From an optimization exercise on the open Yosys and OpenROAD flow, aimed at small area; shortcuts taken in it are not production practice.
At most, simulation tests tie the RTL to the original design; equivalence was not proved.
Function not checked in runs 1 to 3: the RTL went through the layout flow alone.
Power is estimated from default activity; no workload was simulated.

File: design.v
module axis_lane_packer_ao #(
  parameter int W = 8,
  parameter int N = 4
) (
  input  logic [N*W-1:0] d,
  input  logic [N-1:0]   s,
  output logic [W-1:0]   q
);
  always_comb begin
    q = '0;
    for (int i = 0; i < N; i++) q = q | (d[i*W +: W] & {W{s[i]}});
  end
endmodule
module axis_lane_packer #(
  parameter int LANE_W      = 8,
  parameter int LANES       = 4,
  parameter int DEPTH_LANES = 32,
  parameter int SEG_W       = 12
) (
  input  logic                    clk,
  input  logic                    arst,
  input  logic [LANES*LANE_W-1:0] s_data,
  input  logic [LANES-1:0]        s_keep,
  input  logic                    s_valid,
  input  logic                    s_last,
  output logic                    s_ready,
  output logic [LANES*LANE_W-1:0] m_data,
  output logic [LANES-1:0]        m_keep,
  output logic                    m_valid,
  output logic                    m_last,
  output logic                    m_seg,
  input  logic                    m_ready,
  input  logic [SEG_W-1:0]        seg_len,
  output logic                    keep_err
);
  localparam int NB = 4;                  
  localparam int NR = DEPTH_LANES / NB;   
  localparam int RW = $clog2(NR);
  localparam int PW = $clog2(DEPTH_LANES);
  localparam int BW = LANE_W + 1;         
  logic [LANE_W-1:0] r_buf [NB][NR];
  logic              r_end [NB][NR];       
  logic [PW:0]       r_wr, r_rd;           
  logic [SEG_W-1:0]  r_seg_len, r_seg_rem;
  logic              r_pkt_first;
  logic [LANES*LANE_W-1:0] r_m_data;
  logic [NB-1:1]     r_m_keep;             
  logic              r_m_valid, r_m_last, r_m_seg, r_keep_err;
  logic [PW:0] w_fill;
  assign w_fill  = r_wr - r_rd;
  assign s_ready = w_fill <= (PW+1)'(DEPTH_LANES - LANES);
  logic [NB-1:0] w_run;                   
  logic [2:0]    w_wcnt;
  logic          w_acc, w_keep_bad;
  assign w_run      = {&s_keep, &s_keep[2:0], &s_keep[1:0], s_keep[0]};
  assign w_keep_bad = |(s_keep & ~w_run);
  assign w_wcnt     = {w_run[3], w_run[1] & !w_run[3], (w_run[0] & !w_run[1]) | (w_run[2] & !w_run[3])};
  assign w_acc      = s_valid & s_ready;
  logic [1:0]    w_wrot;
  logic [RW-1:0] w_wrow;
  assign w_wrot = r_wr[1:0];
  assign w_wrow = r_wr[PW-1:2];
  logic [1:0]    w_pbank;
  logic          w_mark_prev;
  logic [NR-1:0] w_woh;
  assign w_pbank     = w_wrot + w_wcnt[1:0] - 2'd1;
  assign w_mark_prev = w_acc && s_last && w_wcnt == 3'd0;
  always_comb
    for (int r = 0; r < NR; r++) w_woh[r] = w_wrow == RW'(r);
  logic [LANE_W-1:0] w_wdata [NB];
  for (genvar b = 0; b < NB; b++) begin : g_wr
    logic [NB-1:0] lsel;
    always_comb
      for (int i = 0; i < NB; i++) lsel[i] = 2'(b) - w_wrot == 2'(i);
    axis_lane_packer_ao #(.W(LANE_W), .N(NB)) u_wmux (.d(s_data), .s(lsel), .q(w_wdata[b]));
  end
  always_ff @(posedge clk) begin
    for (int b = 0; b < NB; b++) begin
      logic [1:0]        li;
      logic              we, xe, mv;
      logic [NR-1:0]     wsel, psel;
      li   = 2'(b) - w_wrot;
      we   = w_acc && w_run[li];
      xe   = w_mark_prev && w_pbank == 2'(b);
      mv   = s_last && w_pbank == 2'(b);
      wsel = (2'(b) < w_wrot) ? {w_woh[NR-2:0], w_woh[NR-1]} : w_woh;
      psel = (b == NB-1) ? {w_woh[0], w_woh[NR-1:1]} : w_woh;
      for (int r = 0; r < NR; r++) begin
        if (we && wsel[r]) r_buf[b][r] <= w_wdata[b];
        if ((we && wsel[r]) || (xe && psel[r])) r_end[b][r] <= mv;
      end
    end
  end
  logic [1:0]    w_rrot;
  logic [RW-1:0] w_rrow;
  logic [NR-1:0] w_roh;
  logic [BW-1:0] w_bank [NB];             
  logic [NB-1:0] w_lane_end;
  assign w_rrot = r_rd[1:0];
  assign w_rrow = r_rd[PW-1:2];
  always_comb
    for (int r = 0; r < NR; r++) w_roh[r] = w_rrow == RW'(r);
  for (genvar b = 0; b < NB; b++) begin : g_rd
    logic [NR-1:0]    rsel;
    logic [NR*BW-1:0] rows;
    assign rsel = (2'(b) < w_rrot) ? {w_roh[NR-2:0], w_roh[NR-1]} : w_roh;
    for (genvar r = 0; r < NR; r++) begin : g_row
      assign rows[r*BW +: BW] = {r_buf[b][r], r_end[b][r]};
    end
    axis_lane_packer_ao #(.W(BW), .N(NR)) u_rmux (.d(rows), .s(rsel), .q(w_bank[b]));
  end
  logic [NB-1:0] w_lsel [NB];
  always_comb
    for (int k = 0; k < NB; k++)
      for (int b = 0; b < NB; b++) w_lsel[k][b] = 2'(k) + w_rrot == 2'(b);
  always_comb
    for (int k = 0; k < NB; k++) w_lane_end[k] = |(w_lsel[k] & {w_bank[3][0], w_bank[2][0], w_bank[1][0], w_bank[0][0]});
  logic [SEG_W-1:0] w_seg_len_eff, w_rem;
  logic             w_seg_on;
  assign w_seg_len_eff = r_pkt_first ? seg_len : r_seg_len;
  assign w_rem         = r_pkt_first ? seg_len : r_seg_rem;
  assign w_seg_on      = w_seg_len_eff != '0;
  logic [NB-1:0] w_nt, w_ft, w_kt;        
  logic [NB-1:0] w_endv;
  logic          w_found, w_can_load, w_load, w_seg_end;
  logic [2:0]    w_len;
  assign w_nt[0] = 1'b1;                  
  assign w_nt[1] = !w_seg_on || w_rem > SEG_W'(1);
  assign w_nt[2] = !w_seg_on || w_rem > SEG_W'(2);
  assign w_nt[3] = !w_seg_on || w_rem > SEG_W'(3);
  assign w_ft[0] = w_fill > (PW+1)'(0);
  assign w_ft[1] = w_fill > (PW+1)'(1);
  assign w_ft[2] = w_fill > (PW+1)'(2);
  assign w_ft[3] = w_fill > (PW+1)'(3);
  assign w_endv  = w_lane_end & w_ft & w_nt;
  assign w_found = |w_endv;
  assign w_kt[0] = 1'b1;
  assign w_kt[1] = w_nt[1] && !w_endv[0];
  assign w_kt[2] = w_nt[2] && !(|w_endv[1:0]);
  assign w_kt[3] = w_nt[3] && !(|w_endv[2:0]);
  assign w_len   = {w_kt[3], w_kt[1] & !w_kt[3], !w_kt[1] | (w_kt[2] & !w_kt[3])};
  assign w_can_load = w_found || ((w_nt & ~w_ft) == '0);
  assign w_load     = w_can_load && (!r_m_valid || m_ready);
  assign w_seg_end  = w_seg_on && (w_rem == SEG_W'(w_len));
  logic [LANES*LANE_W-1:0] w_beat;
  for (genvar k = 0; k < NB; k++) begin : g_lane
    logic [NB*LANE_W-1:0] banks;
    for (genvar b = 0; b < NB; b++) begin : g_b
      assign banks[b*LANE_W +: LANE_W] = w_bank[b][BW-1:1];
    end
    axis_lane_packer_ao #(.W(LANE_W), .N(NB)) u_omux (
      .d(banks), .s(w_lsel[k] & {NB{w_kt[k]}}), .q(w_beat[k*LANE_W +: LANE_W]));
  end
  always_ff @(posedge clk) begin
    if (!r_m_valid || m_ready) begin
      r_m_data <= w_beat;
      r_m_keep <= w_kt[NB-1:1];
      r_m_last <= w_found || w_seg_end;
      r_m_seg  <= w_seg_end && !w_found;
    end
    if (w_load) begin
      if (r_pkt_first) r_seg_len <= seg_len;
      r_seg_rem <= w_seg_end ? w_seg_len_eff : w_rem - SEG_W'(w_len);
    end
  end
  always_ff @(posedge clk) begin
    if (arst) begin
      r_wr        <= '0;
      r_rd        <= '0;
      r_pkt_first <= 1'b1;
      r_m_valid   <= 1'b0;
      r_keep_err  <= 1'b0;
    end else begin
      if (w_acc) begin
        r_wr <= r_wr + (PW+1)'(w_wcnt);
        if (w_keep_bad) r_keep_err <= 1'b1;
      end
      if (!r_m_valid || m_ready) r_m_valid <= w_can_load;
      if (w_load) begin
        r_rd        <= r_rd + (PW+1)'(w_len);
        r_pkt_first <= w_found;
      end
    end
  end
  assign m_data   = r_m_data;
  assign m_keep   = {r_m_keep, 1'b1};
  assign m_valid  = r_m_valid;
  assign m_last   = r_m_last;
  assign m_seg    = r_m_seg;
  assign keep_err = r_keep_err;
endmodule
File: flow/run.sh
#!/bin/bash
set -euo pipefail
CTS="-sink_clustering_enable -repair_clock_nets -sink_clustering_size 20 -sink_clustering_max_diameter 60 -dont_use_dummy_load -buf_list sky130_fd_sc_hd__clkbuf_8"
bash standard.sh "BUFFER_PORTS_ARGS=-buffer_cell sky130_fd_sc_hd__buf_1" "CTS_ARGS=$CTS" finish > run_make.log 2>&1
File: config.mk
export PLATFORM = sky130hd
export DESIGN_NAME = axis_lane_packer
export DESIGN_NICKNAME = axis_lane_packer
export VERILOG_FILES = /design/flow/design.v
export SDC_FILE = /design/flow/constraint.sdc
export NUM_CORES = 4
export LEC_CHECK = 0
export CAP_MARGIN = 20
export CORE_MARGIN = 2
export CORE_UTILIZATION = 35
export PLACE_DENSITY = 0.55
export SLEW_MARGIN = 20
export SYNTH_HIERARCHICAL = 1
File: constraint.sdc
create_clock -name core_clock -period 12.0 [get_ports {clk}]
set_input_delay 2.4000 -clock core_clock [delete_from_list [all_inputs] [get_ports {clk}]]
set_output_delay 2.4000 -clock core_clock [all_outputs]
set_load 0.01 [all_outputs]
File: standard.sh
#!/bin/bash
# synth_recipe.tcl (not shown) runs the flow's synth.tcl, then flattens the netlist and writes it again
# the make line also repeats each setting of config.mk as NAME=value (left out here)
make -C /OpenROAD-flow-scripts/flow DESIGN_CONFIG=/design/flow/config.mk WORK_HOME=/design/flow/orfs CLKGATE_MAP_FILE= SYNTH_SCRIPT=/design/flow/synth_recipe.tcl "${@:-finish}"
==> results of run 1 <==
-- final timing paths --
kind / from / endpoint / slack, ns / cells after the start
hold reg to reg: r_keep_err / r_keep_err / 0.47 / 2
hold / removal: r_keep_err / r_keep_err / 0.47 / 2
setup / recovery: r_rd[1] / r_seg_rem[10] / 5.45 / 22
setup reg to reg: r_rd[1] / r_seg_rem[10] / 5.45 / 22
-- cell usage after synthesis, types with 8 or more instances --
| cell | count | area, um^2 |
|---|---|---|
| o21ai_0 | 52 | 260 |
| clkbuf_1 | 23 | 86.3 |
| nor2b_1 | 9 | 56.3 |
| inv_1 | 37 | 139 |
| a22oi_1 | 275 | 2060 |
| mux2i_1 | 12 | 120 |
| clkbuf_2 | 8 | 40.0 |
| nand2b_1 | 11 | 68.8 |
| mux2_2 | 16 | 180 |
| buf_6 | 25 | 282 |
| ha_1 | 19 | 238 |
| edfxtp_1 | 349 | 10500 |
| buf_2 | 30 | 150 |
| nand4_1 | 39 | 244 |
| nor3_1 | 24 | 120 |
| dfxtp_1 | 15 | 300 |
| nand3_1 | 19 | 95.1 |
| xnor2_1 | 21 | 184 |
| nor2_1 | 106 | 398 |
| or3_1 | 8 | 50.1 |
| a21oi_1 | 36 | 180 |
| xor2_1 | 9 | 78.8 |
| nand2_1 | 125 | 469 |
-- metrics by stage --
step	power, mW	instances	util	worst slack (ns)
after floorplan	3.11	1362	-	5.79
after global placement	3.69	2001	0.371	5.00
final	4.35	2033	0.380	5.45
after CTS	4.34	2032	0.380	5.54
after global routing	4.59	2032	0.380	4.90
after detailed placement	3.73	2002	0.371	4.91
-- per-layer routing --
metal	GRT usage	vias up	share of wire
li1	-	5360	-
met1	0.268	5911	0.46
met2	0.303	455	0.46
met3	0.0269	51	0.072
met4	0.0370	0	0.012
met5	0	-	0
-- registers in the layout, summed over array words and instances, names as in the netlist --
signal and flops:
r_end 32, r_m_last 1, r_m_keep 3, r_pkt_first 1, r_m_data 32, r_seg_len 12, r_wr 6, r_m_seg 1
r_rd 6, r_m_valid 1, r_buf 256, r_seg_rem 12, r_keep_err 1
-- cells by family after synthesis --
group                      after synthesis  share of synthesized area
adders and majority gates               23                     0.0186
buffers and inverters                  138                     0.0453
DFF                                    364                      0.632
AOI/OAI and AO/OA                      403                      0.167
and+or+nand+nor                        374                      0.103
other                                    1                   0.000220
muxes                                   28                     0.0176
xor gates and xnor gates                31                     0.0164
-- power breakdown --
group / internal [mW] / switching, mW / total, mW
clock network: 0.222 / 0.390 / 0.611
logic: 0.564 / 1.34 / 1.90
registers: 1.76 / 0.0711 / 1.83
-- area by class of cell --
| type | instances | area (um^2) | share of cell area |
|---|---|---|---|
| inverters | 42 | 158 | 0.00866 |
| well taps | 615 | 769 | 0.0422 |
| multi-input cells | 860 | 5530 | 0.304 |
| repair buffers | 121 | 561 | 0.0308 |
| diodes | 1 | 2.50 | 0.000137 |
| flip-flops and latches | 364 | 10800 | 0.592 |
| clock buffers | 30 | 413 | 0.0227 |
-- tightest hold or removal path, delay by kind of cell (launching register included) --
family / cells / cell delay, ns
AND/OR/NAND/NOR: 1 / 0.07
AO/OA/AOI/OAI: 1 / 0.04
flip-flops: 1 / 0.33
==> summary.md, run 1 <==
| Metric | Value |
|---|---|
| Worst skew pair latency | 0.66 ns |
| Final Hold Vio Count | 0 |
| Post_cts resized | 0 |
| Critical Path Start Type | flop |
| Worst-case clock skew | roughly 0.08 ns |
| Ys flop type | edfxtp_1 |
| Filler instances | 4654 |
| Clock sinks | 364 |
| Syn Inst Count | 1362 |
| CORE AREA | 47900 um^2 |
| Setup Fix Bufs, Post-CTS | 0 |
| Syn_nets | 1438 |
| Die width | about 220 um |
| Status | complete, no violations |
| Vias in the first global route | 11451 |
| Max Slew Vio Count | 0 |
| Setup TNS | 0 ns |
| Crit-path max FO | 21 |
| GPL Wtd Cong | 0.851 |
| Crit path kind | flop to flop |
| GRT Total Usage | 0.187 |
| Unrepaired setup endpoints after global routing | no |
| Crit path time final | around 6.5 ns |
| Data required, critical path | 12.37 ns |
| Max-cap violations | 0 |
| Tightest Pin Transition | between 1 and 1.5 ns |
| Port Buffers | 92 |
| Row Count | 80 |
| # nets final | 1495 |
| Die Ht | 225 um |
| Crit-path cells | nand2_1, o21ai_1, a22oi_1, nand4_1, nor2b_1, o21ai_0, o21ai_0, o221a_4, or2_1, or3_1, inv_2, o21ai_1, ha_1, inv_1, fa_1, a21oi_1, o2111ai_1, nor3_1, xnor2_1, nor2_1, a21oi_1, o21ai_0 |
| I/O pin total | 94 |
| Yosys reg bits | ~360 |
| Commonest non-fill, non-tap cells in the layout | 349 x edfxtp_1, 275 x a22oi_1, 125 x nand2_1, 105 x nor2_1, 92 x buf_1 |
| Longest Clk Path Bufs | 3 |
| Post-synth EDFFs | 349 |
| Most common cell after layout, fill and taps aside | edfxtp_1 |
| Worst rel slew slack | 0.261 |
| Drt pass-1 iters | 5 |
| First-pass GRT wire length | 71300 um |
| Critical path buffers and inverters | 2 |
| CTS tree | built |
| Clock root buffer | clkbuf_8 |
| Grt ovf | 0 |
| Area growth from synthesis to layout | 6.80% |
| Syn_area_per_cell | ~13 um^2 |
| Vias/cell | 5.79 |
| Drt total wl | 47500 um |
| Share of layout cells above drive strength 1 | 0.0692 |
| Cts hold-fix bufs | 0 |
| Top delay family on crit path | compound AO/OA/AOI/OAI gates |
| Post-synth cell types | slightly below 70 |
| Initial core utilization | 0.356 |
| Hold crit path type | flop to flop |
| Num CTS Buffers | 30 |
| PD cells | 239 nW/um^2 |
| Worst EP arrival | 6.91 ns |
| Critical Path End Type | flop |
| Vias post-DR | approximately 12000 |
| Ys Warns | 17 |
| Part of the Yosys area used for sequential elements | 0.632 |
| Highest Clock Rate | 153 MHz |
| ANT nets after route | 0 |
| Total number of H-tree levels | 1 |
| Critical path's largest stage delay | approximately 0.95 ns |
| Peak supply drop | 0.000109 V |
| Drt first-iter violations | about 1400 |
| Synth Cell Area | 17100 um^2 |
| Pin count of the biggest net entering global routing | 48 |
| Ys async rst share | 0 |
| Most Frequent Cell on Critical Path | o21ai_0 |
| Post-route DRC | 0 |
| CP max stage cell | o21ai_1 |
| Fin area | around 18000 um^2 |
| Total die area | about 50000 um^2 |
| DP HPWL | 34200 um |
| Static Leakage | 5.87 nW |
| Clock-pin slew on the worst setup and hold paths | 0.09 ns |
| Placed instance area | 17800 um^2 |
| Initial antenna violation count | 1 |
| Setup violators final | 0 |
| Hold slack final | approximately 0.47 ns |
| Final period util | 0.545 |
| Routed wire length per instance | 23.4 um |
==> run 2: changes to the inputs <==
--- a/design.v
+++ b/design.v
@@ -158,8 +158,8 @@
       r_m_last <= w_found || w_seg_end;
       r_m_seg  <= w_seg_end && !w_found;
     end
+    if (r_pkt_first) r_seg_len <= seg_len;
     if (w_load) begin
-      if (r_pkt_first) r_seg_len <= seg_len;
       r_seg_rem <= w_seg_end ? w_seg_len_eff : w_rem - SEG_W'(w_len);
     end
   end
==> flow/run.sh (replaced) <==
#!/bin/bash
set -euo pipefail
CTS="-sink_clustering_enable -repair_clock_nets -sink_clustering_size 16 -sink_clustering_max_diameter 50 -dont_use_dummy_load -buf_list sky130_fd_sc_hd__clkbuf_8"
bash standard.sh "BUFFER_PORTS_ARGS=-buffer_cell sky130_fd_sc_hd__buf_1" "CTS_ARGS=$CTS" finish > run_make.log 2>&1
==> run 2 against run 1 <==
  * Largest power group is now sequential cells
  * Via count up 0.43%
  * Hold slack better by 0.026 ns
  * Critical endpoint unchanged
  * Synthesized area down 0.12%
  * Non-clock buffer count up 1
  * Sequential cell count unchanged
  * Highest routed layer unchanged
  * Combinational power down 8%
  * Fmax down 1.5%
==> summary.md, run 2 <==
| Metric | Value |
|---|---|
| Max-cap violations | 0 |
| Area growth from synthesis to layout | 7.61% |
| Post-Synth Adder-Cell Area | 0.0187 |
| Hold crit path type | flop to flop |
| PD cells | 233 nW/um^2 |
| Synth Area in Simple Gates | 0.104 |
| Die width | roughly 220 um |
| Main combinational cell family by area after synthesis | compound AO/OA/AOI/OAI gates |
| GRT Total Usage | 0.186 |
| Share of layout cells above drive strength 1 | 0.0782 |
| First-pass GRT wire length | 70600 um |
| Final Util | 0.383 |
| Most common cell after layout, fill and taps aside | edfxtp_1 |
| Synth area leader | edfxtp_1 |
| Final Hold Vio Count | 0 |
| CP max stage cell | nor2_1 |
| Max Slew Vio Count | 0 |
| Commonest non-fill, non-tap cells in the layout | 337 x edfxtp_1, 276 x a22oi_1, 112 x nand2_1, 100 x nor2_1, 92 x buf_1 |
| Unrepaired setup endpoints after global routing | no |
| Worst EP arrival | 6.99 ns |
| Post-synth top area share | 0.594 |
| Status | complete, no violations |
| Routed wire length per instance | roughly 23 um |
| CORE AREA | approximately 48000 um^2 |
| Peak supply drop | 0.0000934 V |
| Cts hold-fix bufs | 0 |
| Synth Cell Area | 17000 um^2 |
| Post-synth EDFFs | 337 |
| Longest Clk Path Bufs | 3 |
| Clock-pin slew on the worst setup and hold paths | 0.08 ns |
| Synth top area cells | edfxtp_1 59%, a22oi_1 12%, dfxtp_1 3.2%, nand2_1 2.5%, nor2_1 2.2% |
| Post_cts resized | 0 |
| Drt total wl | 47000 um |
| Setup violators final | 0 |
| Num CTS Buffers | 40 |
| Vias post-DR | ~12000 |
| Port Buffers | 92 |
| Most frequent cells after synthesis | 337 x edfxtp_1, 276 x a22oi_1, 112 x nand2_1 |
| Tightest Pin Transition | between 1 and 1.5 ns |
| Top delay family on crit path | compound AO/OA/AOI/OAI gates |
| Critical path buffers and inverters | 3 |
| Grt ovf | 0 |
| Clock sinks | 364 |
| Top reg by flops | r_buf |
| Final Total Pwr | about 4.3 mW |
| Worst skew pair latency | slightly above 0.6 ns |
| Finished Layout Cells | 2035 |
| ANT cells | 0 |
| Setup TNS | 0 ns |
| Crit path kind | flop to flop |
| Initial core utilization | 0.356 |
| Initial antenna violation count | 0 |
| Syn_area_per_cell | 12.6 um^2 |
| Drt first-iter violations | 1268 |
| Synth Area in Compound Gates | 0.166 |
| Static Leakage | 5.99 nW |
| DP HPWL | 34100 um |
| Most Frequent Cell on Critical Path | a21oi_1 |
| Highest Clock Rate | 150 MHz |
| Syn_nets | 1432 |
| Crit-path max FO | 12 |
| Ys flop type | edfxtp_1 |
| Clock root buffer | clkbuf_8 |
| Filler instances | approximately 4600 |
| Ys Warns | 17 |
| Ys async rst share | 0 |
| Fin area | 18300 um^2 |
| Worst rel slew slack | 0.230 |
| Critical Path End Type | flop |
| Critical Path Start Type | flop |
| Largest regs | r_buf x256, r_end x32, r_m_data x32 |
| CTS tree | built |
| Critical path's largest stage delay | about 0.87 ns |
| Final period util | 0.554 |
| Multiplexer share of the synthesized area | 0.0259 |
| Setup Fix Bufs, Post-CTS | 0 |
| Pin count of the biggest net entering global routing | 45 |
| I/O pin total | 94 |
| Worst-case clock skew | 0.0905 ns |
| Row Count | 80 |
| Vias in the first global route | 11300 |
| Post-synth cell types | 66 |
| Total number of H-tree levels | 2 |
| Part of the Yosys area used for sequential elements | 0.626 |
| Data required, critical path | 12.34 ns |
| Max reg flops | 256 |
| GPL Wtd Cong | 0.834 |
| Crit-path cells | inv_1, nand2_1, nor2_1, nand2_1, o21ai_1, a22oi_1, nand4_1, nor2_1, mux4_2, a21oi_1, or3_1, inv_2, o21ai_1, ha_1, inv_1, fa_1, a21oi_1, o211ai_1, a21oi_1, o21ai_0, nand2b_1, xnor2_1, a21o_1 |
| Post-route DRC | 0 |
| Inst Count DP | 1995 |
| Most frequent cell after synthesis | edfxtp_1 |
| Yosys reg bits | 364 |
| ANT nets after route | 0 |
| Syn Inst Count | 1356 |
| # nets final | 1498 |
| Die Ht | approximately 220 um |
| Total die area | between 50000 and 60000 um^2 |
| Crit path time final | 6.65 ns |
| Drt pass-1 iters | 6 |
| Placed instance area | between 15000 and 20000 um^2 |
| XOR/XNOR share of the synthesized area | 0.0149 |
| Vias/cell | approximately 5.8 |
run 2: final cells by class:
class                      count  area [um^2]  share of cell area
tap                          615          769              0.0420
clock buffer                  40          551              0.0300
timing repair buffer         122          571              0.0311
sequential                   364        10700               0.582
inverter                      37          139             0.00758
multi-input combinational    857         5640               0.308
run 2: worst paths after layout:
check	startpoint	endpoint	slack [ns]	cells after the start
worst min-delay path	r_keep_err	r_keep_err	0.49	2
worst max-delay path	r_rd[4]	r_seg_rem[10]	5.35	23
worst max register to register	r_rd[4]	r_seg_rem[10]	5.35	23
worst min register to register	r_keep_err	r_keep_err	0.49	2
run 2: cell families after synthesis:
group / after synthesis
XOR/XNOR: 29
multiplexers: 39
flip-flops: 364
AND/OR/NAND/NOR: 372
AO/OA/AOI/OAI: 393
other: 1
adder cells (fa/ha/maj): 23
buffers and inverters: 135
run 2: per-layer routing:
layer	GRT usage	wire, um	up-vias	share of wire
met3	0.0364	3880	73	0.083
met4	0.0528	918	0	0.020
met1	0.263	21000	5911	0.45
met2	0.290	21200	453	0.45
li1	-	-	5391	-
met5	0	0	-	0
run 2: stage by stage:
| step | hold slack [ns] | setup WS, ns |
|---|---|---|
| 6_report | 0.495 | 5.35 |
| 3_5_place_dp | 0.465 | 4.95 |
| 3_3_place_gp | 0.463 | 5.00 |
| 2_1_floorplan | 0.440 | 5.62 |
| 4_1_cts | 0.487 | 5.46 |
| 5_1_grt | 0.526 | 4.88 |
run 2: tightest hold or removal path, stage by stage (launching register included):
cell and delay, ns:
dfxtp_1 0.33, a21oi_1 0.05, nor2_1 0.08
run 2: power breakdown:
group          internal, mW  total, mW  switching, mW
clock                 0.296      0.703          0.407
sequential             1.74       1.82         0.0777
combinational         0.535       1.75           1.21
total                  2.57       4.27           1.70
==> run 3: changes to the inputs <==
==> flow/run.sh (replaced) <==
#!/bin/bash
set -euo pipefail
CTS="-sink_clustering_enable -repair_clock_nets -sink_clustering_size 20 -sink_clustering_max_diameter 40 -dont_use_dummy_load -buf_list sky130_fd_sc_hd__clkbuf_8"
bash standard.sh "BUFFER_PORTS_ARGS=-buffer_cell sky130_fd_sc_hd__buf_1" "CTS_ARGS=$CTS" finish > run_make.log 2>&1
--- a/config.mk
+++ b/config.mk
@@ -7,7 +7,7 @@
 export LEC_CHECK = 0
 export CAP_MARGIN = 20
 export CORE_MARGIN = 2
-export CORE_UTILIZATION = 35
-export PLACE_DENSITY = 0.55
+export CORE_UTILIZATION = 55
+export PLACE_DENSITY = 0.7
 export SLEW_MARGIN = 20
 export SYNTH_HIERARCHICAL = 1
==> run 3 against run 2 <==
  * Combinational power about the same
  * Highest routed layer unchanged
  * Via count increased by 1.7%
  * Sequential share of layout area increased by 0.80 points
  * Die area decreased by 36%
  * Core utilization increased by 21 points
  * Power decreased by 0.60%
  * Synthesized area unchanged
  * Largest cell class unchanged
  * Clock power increased by 1%
  * Cell area decreased by 1.4%
  * Count of clock-buffer cells in the layout increased by 4
  * Still clean
  * Largest power group unchanged
==> summary.md, run 3 <==
| Metric | Value |
|---|---|
| Status | complete, no violations |
| # nets final | 1498 |
| Ys Warns | 17 |
| Most common cell after layout, fill and taps aside | edfxtp_1 |
| Most Frequent Cell on Critical Path | a21oi_1 |
| Routed wire length per instance | 24.4 um |
| Setup Fix Bufs, Post-CTS | 0 |
| FF-to-FF path depth | 21 |
| Vias/cell | ~6.6 |
| Synth area leader | edfxtp_1 |
| Final Hold Vio Count | 0 |
| Worst r2r dst | r_seg_rem[10] |
| Static Leakage | 6.00 nW |
| Drt pass-1 iters | 8 |
| Fin area | 18100 um^2 |
| PD cells | 235 nW/um^2 |
| Clock-pin slew on the worst setup and hold paths | about 0.05 ns |
| Critical Path Sink | r_seg_rem[10] |
| Unrepaired setup endpoints after global routing | no |
| Vias post-DR | 12034 |
| Hold slack final | ~0.48 ns |
| Most frequent cells after synthesis | 337 x edfxtp_1, 276 x a22oi_1, 112 x nand2_1 |
| Cts hold-fix bufs | 0 |
| Max Slew Vio Count | 0 |
| Die width | 180 um |
| Ys async rst share | 0 |
| Peak supply drop | ~0.00017 V |
| Initial antenna violation count | 0 |
| GPL Wtd Cong | 0.887 |
| Synth Cell Area | 17000 um^2 |
| Num CTS Buffers | 44 |
| Data required, critical path | 12.30 ns |
| Most frequent cell after synthesis | edfxtp_1 |
| Part of the Yosys area used for sequential elements | 0.626 |
| DP HPWL | 31500 um |
| Area growth from synthesis to layout | 6.15% |
| Commonest non-fill, non-tap cells in the layout | 337 x edfxtp_1, 276 x a22oi_1, 112 x nand2_1, 100 x nor2_1, 92 x buf_1 |
| Yosys reg bits | roughly 360 |
| Worst rel slew slack | 0.179 |
| Post-synth cell types | 66 |
| GRT Total Usage | 0.267 |
| Post-synth top area share | 0.594 |
| CORE AREA | 30500 um^2 |
| Tightest Pin Transition | 1.23 ns |
| Critical path's largest stage delay | 0.55 ns |
| Grt ovf | 0 |
| Total die area | 32400 um^2 |
| Post_cts resized | 0 |
| Worst-case clock skew | roughly 0.11 ns |
| CTS tree | built |
| Critical Path Start Type | primary input |
| Crit-path cells | buf_1, or4b_1, or4_1, a21oi_2, nor2b_1, and2_1, a211o_1, o21ai_1, ha_1, inv_1, fa_1, a21oi_1, o211ai_1, a21oi_1, o21ai_0, nand2b_1, xnor2_1, a21o_1 |
| FF-to-FF setup slack | 5.54 ns |
| Drt first-iter violations | ~1700 |
| Worst skew pair latency | 0.60 ns |
| Longest Clk Path Bufs | 3 |
| Final Total Pwr | between 4 and 5 mW |
| Top reg by flops | r_buf |
| Placed instance area | between 15000 and 20000 um^2 |
| WP depth | 18 |
| Crit. Startpoint | seg_len[5] |
| Pin count of the biggest net entering global routing | 48 |
| Syn_area_per_cell | 12.6 um^2 |
| Vias in the first global route | 11247 |
| Top delay family on crit path | compound AO/OA/AOI/OAI gates |
| Max-cap violations | 0 |
| Critical path buffers and inverters | 2 |
| Row Count | 64 |
| Clock root buffer | clkbuf_8 |
| Highest Clock Rate | 152 MHz |
| Final Util | 0.593 |
| Die Ht | 180 um |
| Syn_nets | 1432 |
| I/O pin total | 94 |
| Dpl ws | 4.93 ns |
| Inst Count DP | 1772 |
| Final period util | 0.548 |
| ANT nets after route | 0 |
| Initial core utilization | 0.558 |
| RR Startpoint | r_rd[1] |
| Finished Layout Cells | approximately 1800 |
| Crit path time final | 6.57 ns |
| Port Buffers | just over 90 |
| Max reg flops | 256 |
| Clock sinks | between 300 and 400 |
| Hold crit path type | flop to flop |
| ANT cells | 0 |
| Critical Path End Type | flop |
| Synth top area cells | edfxtp_1 59%, a22oi_1 12%, dfxtp_1 3.2%, nand2_1 2.5%, nor2_1 2.2% |
| Largest regs | r_buf x256, r_end x32, r_m_data x32 |
| Crit path kind | primary input to flop |
| Setup violators final | 0 |
| Post-route worst setup slack | 5.43 ns |
| Setup TNS | 0 ns |
| First-pass GRT wire length | roughly 67000 um |
| Total number of H-tree levels | 2 |
| CP max stage cell | or4b_1 |
| Worst EP arrival | 6.87 ns |
| Syn Inst Count | roughly 1400 |
| Crit-path max FO | 6 |
| Drt total wl | 44300 um |
| Ys flop type | edfxtp_1 |
| Post-route DRC | 0 |
| Share of layout cells above drive strength 1 | 0.0775 |
| Post-synth EDFFs | 337 |
[run 3: layout make-up]
class | instances | area [um^2]
timing repair buffer | 118 | 541
tap | 396 | 495
fill | 2440 | 12400
clock buffer | 44 | 606
inverter | 37 | 139
multi-input combinational | 857 | 5640
sequential | 364 | 10700
[run 3: report_power, final]
part	total, mW	internal, mW	switching, mW	leakage [nW]
combinational	1.72	0.520	1.20	2.33
sequential	1.82	1.74	0.0756	3.35
clock	0.710	0.323	0.387	0.316
[run 3: worst min-delay path: stages, from the launching register on]
cell	delay, ns
dfxtp_1	0.31
inv_1	0.05
o21ai_0	0.06
[run 3: cells by family (layout without fill, tap and decap cells)]
| kind of cell | after synthesis | count (layout) | share of synthesized area |
|---|---|---|---|
| AO/OA/AOI/OAI | 393 | 393 | 0.166 |
| other | 1 | 1 | 0.000220 |
| AND/OR/NAND/NOR | 372 | 372 | 0.104 |
| adder cells (fa/ha/maj) | 23 | 23 | 0.0187 |
| multiplexers | 39 | 39 | 0.0259 |
| XOR/XNOR | 29 | 29 | 0.0149 |
| flip-flops | 364 | 364 | 0.626 |
| buffers and inverters | 135 | 199 | 0.0442 |
[run 3: how the worst min path moves through the flow]
stage,start,end,cells after the start
6_report,r_seg_len[7],r_seg_len[7],2
5_1_grt,r_keep_err,r_keep_err,2
4_1_cts,r_keep_err,r_keep_err,2
3_5_place_dp,r_keep_err,r_keep_err,2
3_3_place_gp,r_keep_err,r_keep_err,2
2_1_floorplan,r_seg_len[7],r_seg_len[7],2
[run 3: per-layer routing]
metal | share of wire | up-vias | GRT usage
met2 | 0.45 | 707 | 0.421
met5 | 0 | - | 0
met4 | 0.023 | 0 | 0.0628
li1 | - | 5394 | -
met1 | 0.42 | 5842 | 0.394
met3 | 0.10 | 91 | 0.0429
==> run 4: changes to the inputs <==
--- a/design.v
+++ b/design.v
@@ -115,11 +115,11 @@
       for (int b = 0; b < NB; b++) w_lsel[k][b] = 2'(k) + w_rrot == 2'(b);
   always_comb
     for (int k = 0; k < NB; k++) w_lane_end[k] = |(w_lsel[k] & {w_bank[3][0], w_bank[2][0], w_bank[1][0], w_bank[0][0]});
-  logic [SEG_W-1:0] w_seg_len_eff, w_rem;
+  logic [SEG_W-1:0] w_rem;
   logic             w_seg_on;
-  assign w_seg_len_eff = r_pkt_first ? seg_len : r_seg_len;
-  assign w_rem         = r_pkt_first ? seg_len : r_seg_rem;
-  assign w_seg_on      = w_seg_len_eff != '0;
+  assign w_rem    = r_pkt_first ? seg_len
+                  : r_seg_rem | (r_seg_len & {SEG_W{r_seg_rem == '0}});
+  assign w_seg_on = r_pkt_first ? |seg_len : |r_seg_len;
   logic [NB-1:0] w_nt, w_ft, w_kt;        
   logic [NB-1:0] w_endv;
   logic          w_found, w_can_load, w_load, w_seg_end;
@@ -160,7 +160,7 @@
     end
     if (r_pkt_first) r_seg_len <= seg_len;
     if (w_load) begin
-      r_seg_rem <= w_seg_end ? w_seg_len_eff : w_rem - SEG_W'(w_len);
+      r_seg_rem <= w_rem - SEG_W'(w_len);
     end
   end
   always_ff @(posedge clk) begin
==> flow/run.sh (replaced) <==
#!/bin/bash
set -euo pipefail
CTS="-sink_clustering_enable -repair_clock_nets -sink_clustering_size 30 -sink_clustering_max_diameter 60 -dont_use_dummy_load -buf_list sky130_fd_sc_hd__clkbuf_16"
bash standard.sh "BUFFER_PORTS_ARGS=-buffer_cell sky130_fd_sc_hd__buf_1" "CTS_ARGS=$CTS" finish > run_make.log 2>&1
--- a/config.mk
+++ b/config.mk
@@ -7,7 +7,7 @@
 export LEC_CHECK = 0
 export CAP_MARGIN = 20
 export CORE_MARGIN = 2
-export CORE_UTILIZATION = 55
-export PLACE_DENSITY = 0.7
+export CORE_UTILIZATION = 35
+export PLACE_DENSITY = 0.55
 export SLEW_MARGIN = 20
 export SYNTH_HIERARCHICAL = 1
==> run 4 against run 3 <==
  * Clock power increased by 18%
  * Die area increased by 54%
  * Via count fell by 5.2%
  * Critical path type is now flop to primary output
  * Hold slack better by 0.013 ns
  * Largest cell class unchanged
  * Highest routed layer unchanged
  * Fmax is 8.5% higher
==> summary.md, run 4 <==
| Metric | Value |
|---|---|
| NetSw | roughly 1.7 mW |
| Setup violators final | 0 |
| Grt ovf | 0 |
| RR Startpoint | r_rd[1] |
| Most common cell after layout, fill and taps aside | edfxtp_1 |
| Post-synth cell types | 75 |
| First-pass GRT wire length | 69900 um |
| Die Ht | between 200 and 250 um |
| Synth Cell Area | 16900 um^2 |
| Clock power share | 0.193 |
| Initial antenna violation count | 0 |
| Syn Inst Count | 1302 |
| Fin area | 18300 um^2 |
| Die width | ~220 um |
| Status | complete, no violations |
| Worst skew pair latency | 0.60 ns |
| Commonest non-fill, non-tap cells in the layout | 349 x edfxtp_1, 275 x a22oi_1, 111 x nor2_1, 104 x nand2_1, 92 x buf_1 |
| Max-cap violations | 0 |
| Final period util | 0.505 |
| Total die area | approximately 50000 um^2 |
| Post_cts resized | 0 |
| Worst hold path endpoint | r_keep_err |
| Unrepaired setup endpoints after global routing | no |
| Dpl ws | roughly 5.6 ns |
| Syn_nets | ~1400 |
| Cts hold-fix bufs | 0 |
| Clock root buffer | clkbuf_16 |
| Ys Warns | 17 |
| # nets final | 1432 |
| Vias post-DR | 11403 |
| Worst r2r dst | r_seg_rem[10] |
| PD cells | between 200 and 250 nW/um^2 |
| Drt first-iter violations | 1266 |
| Critical Path End Type | primary output |
| Vias/cell | about 5.8 |
| Most frequent cells after synthesis | 349 x edfxtp_1, 275 x a22oi_1, 113 x nor2_1 |
| Part of the Yosys area used for sequential elements | 0.639 |
| Peak supply drop | 0.000110 V |
| Max reg flops | 256 |
| DP HPWL | between 30000 and 40000 um |
| Row Count | 80 |
| Area growth from synthesis to layout | 8.53% |
| Final Hold Vio Count | 0 |
| Ys flop type | edfxtp_1 |
| Pin count of the biggest net entering global routing | 43 |
| Highest Clock Rate | 165 MHz |
| FF-to-FF path depth | 18 |
| Drt pass-1 iters | 5 |
| Crit path kind | flop to primary output |
| Hold slack final | 0.491 ns |
| Post-synth EDFFs | 349 |
| CTS tree | built |
| Finished Layout Cells | 1969 |
| Data required, critical path | 9.60 ns |
| Total number of H-tree levels | 1 |
| Sw Ratio | 0.388 |
| Worst Hold Depth | 2 |
| Clock-pin slew on the worst setup and hold paths | around 0.07 ns |
| Syn_area_per_cell | 13.0 um^2 |
| Gate power share | 0.392 |
| Crit path time final | approximately 6.1 ns |
| Crit-path max FO | 18 |
| Sequential Power Share | 0.415 |
| Ys async rst share | 0 |
| Worst-case clock skew | 0.0571 ns |
| Hold Crit Start | r_keep_err |
| Max Slew Vio Count | 0 |
| Port Buffers | 92 |
| GRT Total Usage | 0.186 |
| Longest Clk Path Bufs | 3 |
| Top reg by flops | r_buf |
| CORE AREA | 47600 um^2 |
| Vias in the first global route | 10795 |
| Share of layout cells above drive strength 1 | 0.0716 |
| Most frequent cell after synthesis | edfxtp_1 |
| I/O pin total | between 90 and 100 |
| Inst Count DP | 1939 |
| Setup Fix Bufs, Post-CTS | 0 |
| Post-route DRC | 0 |
| Yosys reg bits | approximately 360 |
| Post-synth top area share | 0.622 |
| Hold crit path type | flop to flop |
| Synth area leader | edfxtp_1 |
| FF-to-FF setup slack | approximately 6.2 ns |
| Routed wire length per instance | 23.9 um |
| Cell Int Power | ~2.6 mW |
| Worst EP arrival | 3.66 ns |
| Final Util | 0.384 |
| Drt total wl | 47000 um |
| Post-route worst setup slack | just under 6 ns |
| Final Total Pwr | ~4.3 mW |
| Initial core utilization | 0.354 |
| Worst rel slew slack | 0.250 |
| Static Leakage | 5.97 nW |
| Placed instance area | 17600 um^2 |
| Clock sinks | 364 |
| Synth top area cells | edfxtp_1 62%, a22oi_1 12%, nor2_1 2.5%, nand2_1 2.3%, buf_6 1.8% |
| Num CTS Buffers | 29 |
| Critical Path Start Type | flop |
| ANT nets after route | 0 |
| Tightest Pin Transition | 1.12 ns |
| GPL Wtd Cong | 0.857 |
| Largest regs | r_buf x256, r_end x32, r_m_data x32 |
| Setup TNS | 0 ns |
| ANT cells | 0 |
## run 4: cell count changes in the layout (fill, tap and decap cells not counted), sizes merged, moves of 7 or more
cell,delta
a21oi,+11
clkbuf,-15
dfxtp,-12
edfxtp,+12
mux2,-7
mux2i,-13
nand3,-9
nor2,+13
nor3,-7
o21ai,-11
xnor2,-8
## run 4: final cells by class
type | count | area, um^2
repair buffers | 116 | 523
fillers | 4521 | 29300
multi-input cells | 807 | 5360
inverters | 38 | 143
flip-flops and latches | 364 | 10800
clock buffers | 29 | 726
well taps | 615 | 769
## run 4: cells by family (layout without fill, tap and decap cells)
kind of cell | count (synthesis) | after routing | share of synthesized area
other cells | 1 | 1 | 0.000222
mux | 17 | 17 | 0.0113
compound gates | 386 | 386 | 0.170
simple gates | 356 | 356 | 0.103
xor+xnor | 24 | 24 | 0.0125
buf+inv | 131 | 183 | 0.0450
flops | 364 | 364 | 0.639
fa+ha+maj | 23 | 23 | 0.0188
## run 4: worst max-delay path, cell delays in order, from the launching register on
cell      delay (ns)
dfxtp_1         0.75
clkinv_1        0.58
ha_1            0.46
and2b_1         0.16
o2111a_1        0.24
or3_1           0.47
a21oi_1         0.23
buf_1           0.19
## run 4: power groups by stage
stage,Sequential [mW],Clock [mW],Combinational [mW]
after floorplan,1.81,0,1.14
after global placement,1.82,0,1.67
after detailed placement,1.82,0,1.69
after CTS,1.80,0.851,1.69
after global routing,1.81,0.896,1.87
final,1.80,0.836,1.70
## run 4: worst max-delay path by stage
stage	startpoint	end	slack, ns	cells past startpoint
2_1_floorplan	seg_len[4]	r_seg_rem[11]	6.27	16
3_3_place_gp	seg_len[4]	r_seg_rem[10]	5.74	16
3_5_place_dp	seg_len[4]	r_seg_rem[10]	5.60	16
4_1_cts	r_rd[1]	s_ready	5.90	7
5_1_grt	r_rd[1]	s_ready	5.62	7
6_report	r_rd[1]	s_ready	5.94	7
## run 4: routing by layer
layer / up-vias / share of wire / global-route usage
met4: 0 / 0.016 / 0.0402
met1: 5783 / 0.44 / 0.258
met3: 53 / 0.061 / 0.0245
li1: 5176 / - / -
met5: - / 0 / 0
met2: 391 / 0.49 / 0.311
==> run 5: changes to the inputs <==
==> flow/run.sh (replaced) <==
#!/bin/bash
set -euo pipefail
CTS="-sink_clustering_enable -repair_clock_nets -sink_clustering_size 8 -sink_clustering_max_diameter 40 -dont_use_dummy_load -buf_list sky130_fd_sc_hd__clkbuf_4"
bash standard.sh "BUFFER_PORTS_ARGS=-buffer_cell sky130_fd_sc_hd__buf_1" "CTS_ARGS=$CTS" finish > run_make.log 2>&1
==> run 5 against run 4 <==
  * Still clean
  * Cell area down 1.4%
  * Core utilization down 0.55 points
  * Fmax down 4.5%
  * Sequential power about the same
  * Combinational power about the same
  * First-iteration DRC count down 15%
  * Global-route usage up 0.32 points
  * Hold slack worse by 0.0050 ns
  * Power down 4.5%
  * Sequential share of layout area up 0.85 points
  * Synthesized area unchanged
  * Via count up 1.8%
  * Largest cell class unchanged
  * Largest power group unchanged
==> summary.md, run 5 <==
| Metric | Value |
|---|---|
| Status | complete, no violations |
| Post_cts resized | 0 |
| Drt total wl | 47500 um |
| CTS tree | built |
| Peak supply drop | 0.0000778 V |
| Ys flop type | edfxtp_1 |
| Largest regs | r_buf x256, r_end x32, r_m_data x32 |
| Top reg by flops | r_buf |
| PD cells | 229 nW/um^2 |
| Post-route worst setup slack | 5.66 ns |
| Port Buffers | 92 |
| Max reg flops | 256 |
| Clock root buffer | clkbuf_4 |
| Final Util | 0.379 |
| Highest Clock Rate | 158 MHz |
| Critical Path End Type | primary output |
| Longest Clk Path Bufs | 3 |
| Post-synth cell types | 75 |
| Most common cell after layout, fill and taps aside | edfxtp_1 |
| Max Slew Vio Count | 0 |
| Most frequent cell after synthesis | edfxtp_1 |
| Synth Cell Area | 16900 um^2 |
| Row Count | 80 |
| Reg area | ~11000 um^2 |
| Hold Crit Start | r_keep_err |
| Crit-path cells | clkinv_1, ha_1, and2b_1, o2111a_1, or3_1, a21oi_1, buf_1 |
| # nets final | 1464 |
| Dpl ws | 5.60 ns |
| DP HPWL | approximately 33000 um |
| Post-synth top area share | 0.622 |
| Total number of H-tree levels | 2 |
| Data required, critical path | 9.60 ns |
| Critical path's largest stage delay | 0.76 ns |
| Initial core utilization | 0.354 |
| Final period util | 0.528 |
| Syn_nets | 1378 |
| Most frequent cells after synthesis | 349 x edfxtp_1, 275 x a22oi_1, 113 x nor2_1 |
| Crit path kind | flop to primary output |
| Final Hold Vio Count | 0 |
| Setup violators final | 0 |
| RR Startpoint | r_rd[1] |
| Area growth from synthesis to layout | 6.99% |
| First-pass GRT wire length | 70700 um |
| Clock sinks | 364 |
| Crit. Startpoint | r_rd[1] |
| GRT Total Usage | 0.189 |
| Crit path time final | between 6 and 7 ns |
| GPL Wtd Cong | 0.857 |
| Multi-input logic area | 5360 um^2 |
| Yosys reg bits | 364 |
| Synth top area cells | edfxtp_1 62%, a22oi_1 12%, nor2_1 2.5%, nand2_1 2.3%, buf_6 1.8% |
| Vias post-DR | between 10000 and 15000 |
| Final Total Pwr | 4.14 mW |
| Fin area | 18000 um^2 |
| Part of the Yosys area used for sequential elements | 0.639 |
| Tightest Pin Transition | 1.13 ns |
| Routed wire length per instance | 23.7 um |
| Inst Count DP | 1939 |
| Ys async rst share | 0 |
| Vias in the first global route | 11119 |
| Hold crit path type | flop to flop |
| Worst EP arrival | approximately 4 ns |
| Drt first-iter violations | about 1100 |
| Finished Layout Cells | about 2000 |
| Drt pass-1 iters | 5 |
| Post-synth EDFFs | 349 |
| Num CTS Buffers | 61 |
| Post-route DRC | 0 |
| Crit-path max FO | 18 |
| Die width | 223 um |
| Clock-pin slew on the worst setup and hold paths | 0.09 ns |
| Grt ovf | 0 |
| ANT nets after route | 0 |
| Placed instance area | 17600 um^2 |
| Vias/cell | 5.79 |
| Worst-case clock skew | 0.128 ns |
| Worst rel slew slack | 0.243 |
| Critical Path Start Type | flop |
| I/O pin total | 94 |
| CP max stage cell | dfxtp_1 |
| Cts hold-fix bufs | 0 |
| Pin count of the biggest net entering global routing | 43 |
| Syn Inst Count | 1302 |
| Ys Warns | 17 |
| Filler instances | 4581 |
| Static Leakage | between 5 and 6 nW |
| Share of layout cells above drive strength 1 | 0.0931 |
| Syn_area_per_cell | between 10 and 15 um^2 |
| Synth area leader | edfxtp_1 |
| Hold slack final | roughly 0.49 ns |
| Setup Fix Bufs, Post-CTS | 0 |
| Total die area | 50000 um^2 |
| CORE AREA | 47600 um^2 |
| Initial antenna violation count | 2 |
| Max-cap violations | 0 |
| Worst skew pair latency | between 0.8 and 0.9 ns |
| Die Ht | between 200 and 250 um |
| Commonest non-fill, non-tap cells in the layout | 349 x edfxtp_1, 275 x a22oi_1, 111 x nor2_1, 104 x nand2_1, 92 x buf_1 |
| Unrepaired setup endpoints after global routing | no |
| Setup TNS | 0 ns |
## run 5: cell types whose count changed in the layout (fill, tap and decap cells not counted), sizes merged
| cell | change |
|---|---|
| clkbuf | +32 |
| diode | +3 |
## run 5: cells by family after synthesis
kind of cell | after synthesis | synth area share
buffers and inverters | 131 | 0.0450
AND/OR/NAND/NOR | 356 | 0.103
XOR/XNOR | 24 | 0.0125
multiplexers | 17 | 0.0113
flip-flops | 364 | 0.639
other | 1 | 0.000222
AO/OA/AOI/OAI | 386 | 0.170
adder cells (fa/ha/maj) | 23 | 0.0188
## run 5: path summary, 6_finish.rpt
path	end	slack, ns	depth (start not counted)
hold reg to reg	r_keep_err	0.49	2
setup reg to reg	r_seg_rem[10]	6.18	18
setup / recovery	s_ready	5.66	7
hold / removal	r_keep_err	0.49	2
## run 5: cell type report
class / count / area share
repair buffers: 116 / 0.0290
multi-input cells: 807 / 0.297
well taps: 615 / 0.0427
flip-flops and latches: 364 / 0.598
inverters: 38 / 0.00791
clock buffers: 61 / 0.0254
diodes: 3 / 0.000416
## run 5: routing by layer
metal | part of all wire | GRT usage | up-vias
li1 | - | - | 5268
met1 | 0.43 | 0.252 | 5839
met2 | 0.48 | 0.313 | 426
met3 | 0.064 | 0.0404 | 79
met4 | 0.020 | 0.0516 | 0
met5 | 0 | 0 | -
## run 5: power breakdown
group	total, mW	internal, mW	switching (mW)
Sequential	1.80	1.71	0.0821
Combinational	1.70	0.513	1.19
Clock	0.641	0.230	0.411
Total	4.14	2.46	1.68
## run 5: critical path, delay by kind of cell, from the launching register on
family | cells | cell delay, ns
fa+ha+maj | 1 | 0.47
simple gates | 2 | 0.63
compound gates | 2 | 0.48
buf+inv | 2 | 0.77
flops | 1 | 0.76
==> run 6: changes to the inputs <==
--- a/config.mk
+++ b/config.mk
@@ -5,9 +5,9 @@
 export SDC_FILE = /design/flow/constraint.sdc
 export NUM_CORES = 4
 export LEC_CHECK = 0
-export CAP_MARGIN = 20
+export CAP_MARGIN = 5
 export CORE_MARGIN = 2
 export CORE_UTILIZATION = 35
 export PLACE_DENSITY = 0.55
-export SLEW_MARGIN = 20
+export SLEW_MARGIN = 5
 export SYNTH_HIERARCHICAL = 1
==> run 6 against run 5 <==
  * Still clean on timing, DRC and antenna
  * Sequential cell count did not move
  * First-iteration DRC count rose by 7.5%
  * Combinational power barely moved
  * Via count fell by 0.70%
  * Hold slack barely moved
==> summary.md, run 6 <==
| Metric | Value |
|---|---|
| Crit-path max FO | 18 |
| Worst rel slew slack | 0.193 |
| Vias post-DR | 11531 |
| Pin count of the biggest net entering global routing | 43 |
| Longest Clk Path Bufs | 3 |
| Clock power share | 0.155 |
| GRT Total Usage | 0.189 |
| Grt ovf | 0 |
| Vias/cell | about 5.8 |
| Worst EP arrival | 3.93 ns |
| Row Count | 80 |
| Grt peak-use layer | met2 |
| Most frequent cells after synthesis | 349 x edfxtp_1, 275 x a22oi_1, 113 x nor2_1 |
| FF-to-FF path depth | 22 |
| Total number of H-tree levels | 2 |
| Peak supply drop | 0.0000781 V |
| Top reg by flops | r_buf |
| Most frequent cell after synthesis | edfxtp_1 |
| Ys flop type | edfxtp_1 |
| Highest Clock Rate | between 150 and 200 MHz |
| Finished Layout Cells | 2003 |
| Port Buffers | 92 |
| Status | complete, no violations |
| Cts hold-fix bufs | 0 |
| Clock-pin slew on the worst setup and hold paths | 0.09 ns |
| Post-route DRC | 0 |
| Synth Cell Area | ~17000 um^2 |
| Hold Crit Start | r_keep_err |
| Met2 Use GR | 0.313 |
| # nets final | around 1500 |
| Max reg flops | between 200 and 300 |
| Data required, critical path | 9.60 ns |
| Routed wire length per instance | 23.7 um |
| Worst hold path endpoint | r_keep_err |
| CTS tree | built |
| Vias in the first global route | 11119 |
| Crit path kind | flop to primary output |
| First-pass GRT wire length | 70700 um |
| Max Slew Vio Count | 0 |
| Share of layout cells above drive strength 1 | 0.0910 |
| Filler instances | 4581 |
| Gate power share | 0.410 |
| Synth top area cells | edfxtp_1 62%, a22oi_1 12%, nor2_1 2.5%, nand2_1 2.3%, buf_6 1.8% |
| Commonest non-fill, non-tap cells in the layout | 349 x edfxtp_1, 275 x a22oi_1, 113 x nor2_1, 104 x nand2_1, 92 x buf_1 |
| Syn Inst Count | 1302 |
| Cell Int Power | approximately 2.5 mW |
| Unrepaired setup endpoints after global routing | no |
| Static Leakage | 5.89 nW |
| GR Layer Usage met3 | 0.0404 |
| Tightest Pin Transition | 1.21 ns |
| Die width | around 220 um |
| Synth area leader | edfxtp_1 |
| ANT nets after route | 0 |
| Post_cts resized | 0 |
| Max-cap violations | 0 |
| Worst skew pair latency | roughly 0.84 ns |
| Num CTS Buffers | 61 |
| Drt pass-1 iters | 7 |
| Worst r2r dst | r_seg_rem[10] |
| Die Ht | 223 um |
| Post-synth top area share | 0.622 |
| Worst-case clock skew | between 0.1 and 0.15 ns |
| Clock sinks | 364 |
| Syn_area_per_cell | 13.0 um^2 |
| Final Hold Vio Count | 0 |
| Most common cell after layout, fill and taps aside | edfxtp_1 |
| RR Startpoint | r_rd[4] |
| Sw Ratio | 0.406 |
| Clock root buffer | clkbuf_4 |
| Setup Fix Bufs, Post-CTS | 0 |
| Post-synth cell types | 75 |
| Initial core utilization | 0.354 |
| Critical Path End Type | primary output |
| Worst Hold Depth | 2 |
| Met1 usage | 0.252 |
| Ys Warns | 17 |
| DP HPWL | 33300 um |
| Setup TNS | 0 ns |
| Drt total wl | 47400 um |
| Setup violators final | 0 |
| Total die area | 50000 um^2 |
| Ys async rst share | 0 |
| Drt first-iter violations | 1158 |
| Critical Path Start Type | flop |
| Sequential Power Share | 0.434 |
| Area growth from synthesis to layout | 6.93% |
| Hold crit path type | flop to flop |
| Syn_nets | 1378 |
| Inst Count DP | 1939 |
| NetSw | between 1.5 and 2 mW |
| I/O pin total | 94 |
| Yosys reg bits | 364 |
| Post-synth EDFFs | 349 |
| FF-to-FF setup slack | ~6 ns |
| Crit path time final | about 6.3 ns |
| Part of the Yosys area used for sequential elements | 0.639 |
| Final period util | 0.527 |
| Initial antenna violation count | 2 |
| CORE AREA | about 48000 um^2 |
| Largest regs | r_buf x256, r_end x32, r_m_data x32 |
| GPL Wtd Cong | between 0.8 and 0.9 |
| PD cells | 229 nW/um^2 |
-- run 6: through the flow --
stage | power, mW | hold slack, ns | instance area [um^2] | setup WS (ns) | utilization
floorplan | 2.95 | 0.500 | 16900 | 6.27 | -
global placement | 3.49 | 0.462 | 17600 | 5.74 | 0.369
detailed placement | 3.51 | 0.475 | 17600 | 5.60 | 0.369
CTS | 4.15 | 0.499 | 18000 | 5.59 | 0.378
global route | 4.39 | 0.508 | 18000 | 5.29 | 0.378
finish | 4.13 | 0.486 | 18000 | 5.67 | 0.378
-- run 6: cell families (layout without fill, tap and decap cells) --
kind of cell,after synthesis,after routing,synth area share
compound gates,386,386,0.170
xor+xnor,24,24,0.0125
fa+ha+maj,23,23,0.0188
other cells,1,4,0.000222
flops,364,364,0.639
mux,17,17,0.0113
buf+inv,131,214,0.0450
simple gates,356,356,0.103
-- run 6: worst max-delay path, cell delays in order, from the launching register on --
cell	delay (ns)
dfxtp_1	0.75
clkinv_1	0.57
ha_1	0.46
and2b_1	0.16
o2111a_1	0.24
or3_1	0.47
a21oi_1	0.24
buf_1	0.19
-- run 6: layer usage --
layer,wire (um),share of wire
met1,20400,0.43
met2,22800,0.48
met3,3190,0.067
met4,1030,0.022
met5,0,0
-- run 6: layout make-up --
type                       count  area (um^2)  area share
clock buffer                  61          458      0.0254
sequential                   364        10800       0.598
antenna                        3         7.51    0.000416
tap                          615          769      0.0427
multi-input combinational    807         5360       0.297
inverter                      38          143     0.00791
timing repair buffer         115          518      0.0287
-- run 6: worst max-delay path by stage --
stage	startpoint	to	slack (ns)	cells past startpoint
final	r_rd[1]	s_ready	5.67	7
after global routing	r_rd[1]	s_ready	5.29	7
after CTS	r_rd[1]	s_ready	5.59	7
after detailed placement	seg_len[4]	r_seg_rem[10]	5.60	16
after global placement	seg_len[4]	r_seg_rem[10]	5.74	16
after floorplan	seg_len[4]	r_seg_rem[11]	6.27	16
-- run 6: power by group through the flow --
stage               Clock (mW)  Combinational, mW  Sequential [mW]
floorplan                    0               1.14             1.81
global placement             0               1.67             1.82
detailed placement           0               1.69             1.82
CTS                      0.661               1.69             1.80
global route             0.710               1.87             1.81
finish                   0.642               1.70             1.79
==> run 7: changes to the inputs <==
==> flow/run.sh (replaced) <==
#!/bin/bash
set -euo pipefail
CTS="-sink_clustering_enable -repair_clock_nets -sink_clustering_size 8 -sink_clustering_max_diameter 40 -dont_use_dummy_load -buf_list sky130_fd_sc_hd__clkbuf_4"
bash standard.sh "BUFFER_PORTS_ARGS=-buffer_cell sky130_fd_sc_hd__buf_1" "CTS_ARGS=$CTS" RECOVER_POWER=100 finish > run_make.log 2>&1
--- a/config.mk
+++ b/config.mk
@@ -5,9 +5,9 @@
 export SDC_FILE = /design/flow/constraint.sdc
 export NUM_CORES = 4
 export LEC_CHECK = 0
-export CAP_MARGIN = 5
+export CAP_MARGIN = 20
 export CORE_MARGIN = 2
 export CORE_UTILIZATION = 35
 export PLACE_DENSITY = 0.55
-export SLEW_MARGIN = 5
+export SLEW_MARGIN = 20
 export SYNTH_HIERARCHICAL = 1
==> run 7 against run 6 <==
  * The layout now fails its checks (capacitance limit, slew limit)
  * Critical endpoint is now r_rd[5]
  * Highest routed layer unchanged
  * Largest cell class unchanged
  * Hold slack barely moved
  * Sequential power barely moved
  * Die area unchanged
==> summary.md, run 7 <==
| Metric | Value |
|---|---|
| Status | finished with violations |
| Blocking Checks | capacitance limit, slew limit |
| PD cells | 229 nW/um^2 |
| Ys flop type | edfxtp_1 |
| Routed wire length per instance | 23.7 um |
| Crit path kind | flop to flop |
| Final Total Pwr | ~4.1 mW |
| Post_cts resized | 0 |
| Most common cell after layout, fill and taps aside | edfxtp_1 |
| Grt peak-use layer | met2 |
| CTS tree | built |
| Area growth from synthesis to layout | 6.30% |
| Clock sinks | about 360 |
| Post-synth top area share | 0.622 |
| GR Layer Usage met3 | 0.0404 |
| GPL Wtd Cong | 0.857 |
| Static Leakage | 5.85 nW |
| Most frequent cell after synthesis | edfxtp_1 |
| Setup TNS | 0 ns |
| Hold slack final | 0.486 ns |
| Setup Fix Bufs, Post-CTS | 0 |
| Largest regs | r_buf x256, r_end x32, r_m_data x32 |
| Worst skew pair latency | between 0.8 and 0.9 ns |
| Data required, critical path | 12.61 ns |
| Finished Layout Cells | between 2000 and 2500 |
| Most frequent cells after synthesis | 349 x edfxtp_1, 275 x a22oi_1, 113 x nor2_1 |
| Inst Count DP | 1939 |
| Syn Inst Count | 1302 |
| GRT Total Usage | 0.189 |
| Vias/cell | 5.75 |
| Highest Clock Rate | around 150 MHz |
| Post-route DRC | 0 |
| Yosys reg bits | around 360 |
| Tightest Pin Transition | ~2.2 ns |
| Synth Cell Area | 16900 um^2 |
| Grt ovf | 0 |
| Commonest non-fill, non-tap cells in the layout | 349 x edfxtp_1, 275 x a22oi_1, 111 x nor2_1, 105 x nand2_1, 91 x buf_1 |
| Critical Path Start Type | flop |
| Ys async rst share | 0 |
| Row Count | 80 |
| Initial antenna violation count | 2 |
| Share of layout cells above drive strength 1 | 0.0779 |
| Total number of H-tree levels | 2 |
| Multi-input logic area | 5260 um^2 |
| Post-synth EDFFs | ~350 |
| Met2 Use GR | 0.313 |
| Post-synth cell types | 75 |
| Final period util | 0.551 |
| Top reg by flops | r_buf |
| Vias post-DR | 11529 |
| Synth top area cells | edfxtp_1 62%, a22oi_1 12%, nor2_1 2.5%, nand2_1 2.3%, buf_6 1.8% |
| Peak supply drop | 0.0000770 V |
| Die width | 223 um |
| Initial core utilization | 0.354 |
| Die Ht | 223 um |
| Worst-case clock skew | roughly 0.13 ns |
| Worst EP arrival | 7.23 ns |
| Drt first-iter violations | 1158 |
| Crit path time final | approximately 6.6 ns |
| # nets final | between 1000 and 1500 |
| Filler instances | 4602 |
| Unrepaired setup endpoints after global routing | no |
| Critical Path End Type | flop |
| First-pass GRT wire length | 70700 um |
| Synth area leader | edfxtp_1 |
| Max reg flops | 256 |
| Syn_area_per_cell | around 13 um^2 |
| Drt pass-1 iters | 5 |
| ANT nets after route | 0 |
| Longest Clk Path Bufs | 3 |
| Ys Warns | 17 |
| Final Hold Vio Count | 0 |
| Clock root buffer | clkbuf_4 |
| CORE AREA | approximately 48000 um^2 |
| Max-cap violations | 9 |
| Worst rel slew slack | -0.436 |
| Num CTS Buffers | just over 60 |
| I/O pin total | 94 |
| Port Buffers | 92 |
| Setup violators final | 0 |
| Vias in the first global route | 11119 |
| Clock-pin slew on the worst setup and hold paths | 0.09 ns |
| Pin count of the biggest net entering global routing | 43 |
| Cts hold-fix bufs | 0 |
| Met1 usage | 0.252 |
| Syn_nets | 1378 |
| DP HPWL | 33300 um |
| Part of the Yosys area used for sequential elements | 0.639 |
| Reg area | 10800 um^2 |
| Max Slew Vio Count | 165 |
| Total die area | 50000 um^2 |
| Hold crit path type | flop to flop |
| Drt total wl | 47500 um |
| Crit-path max FO | 21 |
[run 7: cell count changes in the layout (fill, tap and decap cells not counted), moves of 3 or more]
cell / change
nor3_1: +6
nor3_2: -6
o21ai_0: +3
buf_4: -4
mux2_1: +3
clkbuf_1: +6
[run 7: final timing paths]
kind | end | slack, ns | from | cells after the start
min reg2reg | r_keep_err | 0.49 | r_keep_err | 2
max reg2reg | r_rd[5] | 5.39 | r_rd[1] | 11
max | r_rd[5] | 5.39 | r_rd[1] | 11
min | r_keep_err | 0.49 | r_keep_err | 2
[run 7: area by class of cell]
| type | instances | area share |
|---|---|---|
| Sequential cell | 364 | 0.601 |
| Tap cell | 615 | 0.0429 |
| Inverter | 38 | 0.00796 |
| Clock buffer | 61 | 0.0255 |
| Multi-Input combinational cell | 807 | 0.293 |
| Timing Repair Buffer | 116 | 0.0283 |
| Antenna cell | 3 | 0.000419 |
[run 7: per-layer routing]
metal / share of wire / wire length [um]
met1: 0.43 / 20300
met2: 0.48 / 22900
met3: 0.069 / 3250
met4: 0.021 / 985
met5: 0 / 0
[run 7: critical path, cell delays in order, from the launching register on]
cell	delay, ns
dfxtp_1	0.75
clkinv_1	0.58
o21ai_0	1.51
a22oi_1	0.27
nand4_1	0.29
mux2_1	0.20
a21oi_1	0.14
o22ai_1	0.24
o21ai_0	0.17
a32oi_1	1.55
nand4_1	0.27
mux2_1	0.40
[run 7: logic make-up (layout without fill, tap and decap cells)]
logic type,Yosys count,count (layout),share of synthesized area
other,1,4,0.000222
flip-flops,364,364,0.639
AND/OR/NAND/NOR,356,356,0.103
XOR/XNOR,24,24,0.0125
adder cells (fa/ha/maj),23,23,0.0188
multiplexers,17,17,0.0113
buffers and inverters,131,215,0.0450
AO/OA/AOI/OAI,386,386,0.170
[run 7: per-stage QoR]
step,setup slack (ns),util,instance area [um^2]
3_5_place_dp,5.60,0.369,17600
2_1_floorplan,6.27,-,16900
5_1_grt,4.80,0.376,17900
3_3_place_gp,5.74,0.369,17600
4_1_cts,5.59,0.378,18000
6_report,5.39,0.376,17900
[run 7: where the power goes]
group / internal, mW / leakage [nW] / switching [mW]
sequential: 1.71 / 3.37 / 0.0816
combinational: 0.498 / 2.20 / 1.17
clock: 0.230 / 0.281 / 0.410
total: 2.44 / 5.85 / 1.66

re-timing with driven ports:
How much do the figures lean on ideal ports? The routed layouts below were timed once more, with nothing changed but the port constraints. Step 1: set_driving_cell puts a clkbuf_16 on clk and a buf_2 on each other input, an assumption about the parent block. Step 2 moves the port delays by t, midway between the first and last clock arrival at a register: inputs arrive t later, outputs are due t later. That takes back most of the time a late clock gives input paths. a / b / c = ideal / step 1 / step 2; a / b = the first two.
| run | t (ns) | slack for setup (ns) | worst setup path at the end | latest minus earliest clock arrival (ns) | pins driven straight from the clock port |
|---|---|---|---|---|---|
| run 1 | 0.672 | 5.454 / 5.454 / 4.921 | input to register | 0.081 / 0.081 | 1 |
| run 2 | 0.633 | 5.354 / 5.354 / 4.885 | input to register | 0.091 / 0.091 | 1 |
| run 3 | 0.593 | 5.428 / 5.453 / 4.861 | input to register | 0.110 / 0.109 | 1 |
| run 4 | 0.627 | 5.942 / 5.883 / 5.591 | input to register | 0.057 / 0.057 | 1 |
| run 5 | 0.821 | 5.659 / 5.607 / 5.639 | input to register | 0.128 / 0.128 | 1 |
| run 6 | 0.822 | 5.672 / 5.623 / 5.642 | input to register | 0.128 / 0.128 | 1 |
| run 7 | 0.818 | 5.387 / 5.387 / 5.387 | register to register | 0.129 / 0.129 | 1 |
The setup slack of run 3, which loses most, moves by +0.025 ns with the drivers and by -0.567 ns with both steps.
